What follows belongs to an exercise in optimizing a design on an open flow for small area, a short achievable clock period and few clock cycles; a production flow would make more cautious choices. No activity file was given, so power comes from the tool's default toggle rates.

run 1:
==> module mams_div, before the edit <==
module mams_div (
  input  logic                      clk_i,
  input  logic                      rst_ni,
  input  logic                      load_i,
  input  logic [mams_pkg::RecW-1:0] rec_i,
  output logic                      free_o,    
  output logic                      soon_o,    
  output logic                      valid_o,
  output logic [7:0]                count_o,
  output logic [10:0]               total_o,
  output logic [11:0]               mean_o,
  output logic [3:0]                median_o,
  output logic                      overflow_o
);
  logic [3:0]  cnt_q;      
  logic        run_q;
  logic        valid_q;
  logic [7:0]  dn_q;
  logic [10:0] dt_q;
  logic [3:0]  dm_q;
  logic        do_q;
  logic [11:0] q_q;
  logic [7:0]  rem_q;
  logic [7:0]  rc;
  logic [10:0] rs;
  logic [8:0]  trial;
  logic [8:0]  step;
  logic        sub;
  assign {rc, rs} = rec_i[mams_pkg::RecW-1:5];
  assign sub   = !rem_q[7];
  assign trial = {rem_q, q_q[11]};
  assign step  = trial + ({1'b0, dn_q} ^ {9{sub}}) + {8'd0, sub};
  assign free_o = !run_q;
  assign soon_o = run_q ? cnt_q <= 4'd3 : !load_i;
  always_ff @(posedge clk_i or negedge rst_ni) begin
    if (!rst_ni) begin
      run_q   <= 1'b0;
      valid_q <= 1'b0;
      cnt_q   <= '0;
    end else begin
      valid_q <= run_q && cnt_q == 4'd1;
      if (load_i) begin
        run_q <= 1'b1;
        cnt_q <= 4'd12;
      end else if (run_q) begin
        cnt_q <= cnt_q - 4'd1;
        if (cnt_q == 4'd1) run_q <= 1'b0;
      end
    end
  end
  always_ff @(posedge clk_i) begin
    if (load_i) begin
      {dn_q, dt_q, dm_q, do_q} <= rec_i;
    end
  end
  always_ff @(posedge clk_i) begin
    if (load_i) begin
      rem_q <= {1'b0, rs[10:4]};
      q_q   <= {rs[3:0], 8'd0};
    end else begin
      rem_q <= step[7:0];
      q_q   <= {q_q[10:0], !step[8]};
    end
  end
  assign valid_o    = valid_q;
  assign count_o    = dn_q;
  assign total_o    = dt_q;
  assign mean_o     = q_q;
  assign median_o   = dm_q;
  assign overflow_o = do_q;
endmodule
==> module mean_and_median_of_set, before the edit <==
module mean_and_median_of_set (
  input  logic                           clk_i,
  input  logic                           rst_ni,
  input  logic                           start,
  output logic                           busy,
  input  logic [mams_pkg::ResponseW-1:0] response_i,
  input  logic                           last_i,
  output logic                           valid_o,
  output logic [mams_pkg::CountW-1:0]    count_o,
  output logic [mams_pkg::TotalW-1:0]    total_o,
  output logic [mams_pkg::MeanW-1:0]     mean_q8_o,
  output logic [mams_pkg::MedianW-1:0]   median_o,
  output logic                           overflow_o
);
  localparam int unsigned NSLOT = 2;
  logic       busy_q;
  logic       in_v;
  logic [3:0] in_x;
  logic       in_last;
  logic       take;
  assign busy = busy_q;
  assign take = start && !busy_q;
  always_ff @(posedge clk_i or negedge rst_ni) begin
    if (!rst_ni) in_v <= 1'b0;
    else         in_v <= take;
  end
  always_ff @(posedge clk_i) begin
    in_x    <= response_i;
    in_last <= last_i;
  end
  logic        fresh_q;    
  logic        rec_v_q;    
  logic [7:0]  n_q;
  logic [6:0]  k_q;        
  logic [3:0]  med_q;      
  logic [10:0] s_q;
  logic        ovf_q;
  logic        full, keep;
  logic [14:0] flag;
  logic [3:0]  med;
  logic [mams_pkg::RecW-1:0] rec;
  assign full = n_q[7] && !fresh_q;
  assign keep = in_v && !full;
  always_ff @(posedge clk_i or negedge rst_ni) begin
    if (!rst_ni) begin
      fresh_q <= 1'b1;
      rec_v_q <= 1'b0;
    end else begin
      fresh_q <= in_v && in_last;
      rec_v_q <= in_v && in_last;
    end
  end
  always_ff @(posedge clk_i) begin
    if (fresh_q) begin
      n_q   <= {7'd0, keep};
      k_q   <= {6'd0, keep};
      s_q   <= keep ? {7'd0, in_x} : 11'd0;
      ovf_q <= 1'b0;
    end else begin
      n_q   <= n_q + {7'd0, keep};
      k_q   <= k_q + {6'd0, keep && !n_q[0]};
      s_q   <= s_q + (keep ? {7'd0, in_x} : 11'd0);
      ovf_q <= ovf_q || (in_v && full);
    end
  end
  for (genvar v = 0; v < 15; v++) begin : g_cum
    mams_cell u_cell (
      .clk_i (clk_i),
      .clr_i (fresh_q),
      .inc_i (keep && (in_x <= 4'(v))),
      .k_i   (k_q),
      .flag_o(flag[v])
    );
  end
  always_comb begin
    med = 4'd15;
    for (int v = 14; v >= 0; v--) begin
      if (flag[v]) med = 4'(v);
    end
  end
  always_ff @(posedge clk_i) begin
    med_q <= med;
  end
  assign rec = {n_q, s_q, med_q, ovf_q};
  logic [mams_pkg::RecW-1:0] slot0_q, slot1_q;
  logic [1:0] fill_q, fill_d;
  logic       div_free, div_soon, div_load;
  logic       pop, push;
  logic [mams_pkg::RecW-1:0] div_rec;
  assign div_load = div_free && (fill_q != 2'd0 || rec_v_q);
  assign div_rec  = (fill_q != 2'd0) ? slot0_q : rec;
  assign pop      = div_load && fill_q != 2'd0;
  assign push     = rec_v_q && !(div_load && fill_q == 2'd0);
  always_comb begin
    fill_d = fill_q;
    if (pop)  fill_d = fill_d - 2'd1;
    if (push) fill_d = fill_d + 2'd1;
  end
  always_ff @(posedge clk_i or negedge rst_ni) begin
    if (!rst_ni) fill_q <= '0;
    else         fill_q <= fill_d;
  end
  always_ff @(posedge clk_i) begin
    if (fill_q == 2'd0 || pop) slot0_q <= fill_q[1] ? slot1_q : rec;
    if (rec_v_q)               slot1_q <= rec;
  end
  logic [2:0] due;
  assign due = {1'b0, fill_d} + {2'd0, in_v && in_last} + {2'd0, take && last_i};
  always_ff @(posedge clk_i or negedge rst_ni) begin
    if (!rst_ni) busy_q <= 1'b0;
    else         busy_q <= due >= 3'(NSLOT) + {2'd0, div_soon};
  end
  mams_div u_div (
    .clk_i     (clk_i),
    .rst_ni    (rst_ni),
    .load_i    (div_load),
    .rec_i     (div_rec),
    .free_o    (div_free),
    .soon_o    (div_soon),
    .valid_o   (valid_o),
    .count_o   (count_o),
    .total_o   (total_o),
    .mean_o    (mean_q8_o),
    .median_o  (median_o),
    .overflow_o(overflow_o)
  );
endmodule
clock: 6.0 ns
lec_check: 0
abc_clock_period_in_ps: 2500
cap_margin: 20
core_margin: 2
core_utilization: 40
setup_slack_margin: 3.5
slew_margin: 20
run.sh (not shown) runs the stock make flow with config.mk's settings and CLKGATE_MAP_FILE= SYNTH_SCRIPT=/design/flow/synth_recipe.tcl, a recipe that flattens the netlist after the stock synthesis.
Inputs modified between run 1 and run 2:
==> flow/design.v, changed modules only <==
module mams_div (
  input  logic                      clk_i,
  input  logic                      rst_ni,
  input  logic                      load_i,
  input  logic [mams_pkg::RecW-1:0] rec_i,
  output logic                      free_o,    
  output logic                      soon_o,    
  output logic                      valid_o,
  output logic [7:0]                count_o,
  output logic [10:0]               total_o,
  output logic [11:0]               mean_o,
  output logic [3:0]                median_o,
  output logic                      overflow_o
);
  logic [3:0]  cnt_q;      
  logic        run_q;
  logic        valid_q;
  logic [7:0]  dn_q;
  logic [10:0] dt_q;
  logic [3:0]  dm_q;
  logic        do_q;
  logic [11:0] q_q;
  logic [7:0]  rem_q;
  logic [7:0]  rc;
  logic [10:0] rs;
  logic [8:0]  trial1, trial2;
  logic [8:0]  step1, step2;
  logic        sub1, sub2;
  assign {rc, rs} = rec_i[mams_pkg::RecW-1:5];
  assign sub1   = !rem_q[7];
  assign trial1 = {rem_q, q_q[11]};
  assign step1  = trial1 + ({1'b0, dn_q} ^ {9{sub1}}) + {8'd0, sub1};
  assign sub2   = !step1[8];
  assign trial2 = {step1[7:0], q_q[10]};
  assign step2  = trial2 + ({1'b0, dn_q} ^ {9{sub2}}) + {8'd0, sub2};
  assign free_o = !run_q;
  assign soon_o = run_q ? cnt_q <= 4'd3 : !load_i;
  always_ff @(posedge clk_i or negedge rst_ni) begin
    if (!rst_ni) begin
      run_q   <= 1'b0;
      valid_q <= 1'b0;
      cnt_q   <= '0;
    end else begin
      valid_q <= run_q && cnt_q == 4'd1;
      if (load_i) begin
        run_q <= 1'b1;
        cnt_q <= 4'd6;
      end else if (run_q) begin
        cnt_q <= cnt_q - 4'd1;
        if (cnt_q == 4'd1) run_q <= 1'b0;
      end
    end
  end
  always_ff @(posedge clk_i) begin
    if (load_i) begin
      {dn_q, dt_q, dm_q, do_q} <= rec_i;
    end
  end
  always_ff @(posedge clk_i) begin
    if (load_i) begin
      rem_q <= {1'b0, rs[10:4]};
      q_q   <= {rs[3:0], 8'd0};
    end else begin
      rem_q <= step2[7:0];
      q_q   <= {q_q[9:0], !step1[8], !step2[8]};
    end
  end
  assign valid_o    = valid_q;
  assign count_o    = dn_q;
  assign total_o    = dt_q;
  assign mean_o     = q_q;
  assign median_o   = dm_q;
  assign overflow_o = do_q;
endmodule
module mean_and_median_of_set (
  input  logic                           clk_i,
  input  logic                           rst_ni,
  input  logic                           start,
  output logic                           busy,
  input  logic [mams_pkg::ResponseW-1:0] response_i,
  input  logic                           last_i,
  output logic                           valid_o,
  output logic [mams_pkg::CountW-1:0]    count_o,
  output logic [mams_pkg::TotalW-1:0]    total_o,
  output logic [mams_pkg::MeanW-1:0]     mean_q8_o,
  output logic [mams_pkg::MedianW-1:0]   median_o,
  output logic                           overflow_o
);
  logic       busy_q;
  logic       in_v;
  logic [3:0] in_x;
  logic       in_last;
  logic       take;
  assign busy = busy_q;
  assign take = start && !busy_q;
  always_ff @(posedge clk_i or negedge rst_ni) begin
    if (!rst_ni) in_v <= 1'b0;
    else         in_v <= take;
  end
  always_ff @(posedge clk_i) begin
    in_x    <= response_i;
    in_last <= last_i;
  end
  logic        fresh_q;    
  logic        rec_v_q;    
  logic [7:0]  n_q;
  logic [6:0]  k_q;        
  logic [3:0]  med_q;      
  logic [10:0] s_q;
  logic        ovf_q;
  logic        full, keep;
  logic [14:0] flag;
  logic [3:0]  med;
  logic [mams_pkg::RecW-1:0] rec;
  assign full = n_q[7] && !fresh_q;
  assign keep = in_v && !full;
  always_ff @(posedge clk_i or negedge rst_ni) begin
    if (!rst_ni) begin
      fresh_q <= 1'b1;
      rec_v_q <= 1'b0;
    end else begin
      fresh_q <= in_v && in_last;
      rec_v_q <= in_v && in_last;
    end
  end
  always_ff @(posedge clk_i) begin
    if (fresh_q) begin
      n_q   <= {7'd0, keep};
      k_q   <= {6'd0, keep};
      s_q   <= keep ? {7'd0, in_x} : 11'd0;
      ovf_q <= 1'b0;
    end else begin
      n_q   <= n_q + {7'd0, keep};
      k_q   <= k_q + {6'd0, keep && !n_q[0]};
      s_q   <= s_q + (keep ? {7'd0, in_x} : 11'd0);
      ovf_q <= ovf_q || (in_v && full);
    end
  end
  for (genvar v = 0; v < 15; v++) begin : g_cum
    mams_cell u_cell (
      .clk_i (clk_i),
      .clr_i (fresh_q),
      .inc_i (keep && (in_x <= 4'(v))),
      .k_i   (k_q),
      .flag_o(flag[v])
    );
  end
  always_comb begin
    med = 4'd15;
    for (int v = 14; v >= 0; v--) begin
      if (flag[v]) med = 4'(v);
    end
  end
  always_ff @(posedge clk_i) begin
    med_q <= med;
  end
  assign rec = {n_q, s_q, med_q, ovf_q};
  logic [mams_pkg::RecW-1:0] slot_q;
  logic       fill_q, fill_d;
  logic       div_free, div_soon, div_load;
  logic [mams_pkg::RecW-1:0] div_rec;
  assign div_load = div_free && (fill_q || rec_v_q);
  assign div_rec  = fill_q ? slot_q : rec;
  assign fill_d   = rec_v_q ? !(div_load && !fill_q) : (fill_q && !div_load);
  always_ff @(posedge clk_i or negedge rst_ni) begin
    if (!rst_ni) fill_q <= 1'b0;
    else         fill_q <= fill_d;
  end
  always_ff @(posedge clk_i) begin
    if (rec_v_q) slot_q <= rec;
  end
  logic [1:0] due;
  assign due = {1'b0, fill_d} + {1'b0, in_v && in_last} + {1'b0, take && last_i};
  always_ff @(posedge clk_i or negedge rst_ni) begin
    if (!rst_ni) busy_q <= 1'b0;
    else         busy_q <= due > {1'b0, div_soon};
  end
  mams_div u_div (
    .clk_i     (clk_i),
    .rst_ni    (rst_ni),
    .load_i    (div_load),
    .rec_i     (div_rec),
    .free_o    (div_free),
    .soon_o    (div_soon),
    .valid_o   (valid_o),
    .count_o   (count_o),
    .total_o   (total_o),
    .mean_o    (mean_q8_o),
    .median_o  (median_o),
    .overflow_o(overflow_o)
  );
endmodule
==> comparison <==
Run 2 ended up with u_div.q_q[0] as its end of the critical path; run 1 ended up with med_q[0]. Delta (run 2 minus run 1): via density per instance stayed essentially flat; area after synthesis -about 5.5%; signed area change from the synthesized netlist to the final layout grew by 2.3 points. Across both runs, clock power share was lower for run 2 than for run 1. Utilization in run 2 vs run 1: up 0.18 points. Period utilization: run 1 and run 2 compared, higher one is run 2. The standard cells in run 2 occupy less silicon area than those in run 1 do.
Function was not checked in any run of this note: the RTL went through the layout flow alone.

## re-timing with driven ports
The flow's constraints put no driver on any port. The routed layouts listed below were extracted and timed again, unchanged, in two steps.
Step 1 assumes that a clkbuf_16 drives the clock port and a buf_2 every other input.
Step 2 moves the port delays by t, midway between the first and last clock arrival at a register: inputs arrive t later, outputs are due t later. That takes back most of the time a late clock gives input paths.
Slacks: ideal ports / drivers / drivers and shift; pairs: ideal ports / drivers.
run | shift t [ns] | setup slack, ns | hold WS [ns] | latest minus earliest clock arrival (ns) | worst register clock-pin slew, ns
run 1 | 0.595 | 3.471 / 3.471 / 2.953 | 0.458 / 0.458 / 0.458 | 0.016 / 0.015 | 0.06 / 0.06
run 2 | 0.567 | 2.523 / 2.523 / 2.523 | 0.446 / 0.446 / 0.446 | 0.023 / 0.023 | 0.06 / 0.06
After both steps every run listed still meets setup and hold. The setup slack of run 1, which loses most, moves by 0.000 ns with the drivers and by -0.518 ns with both steps.
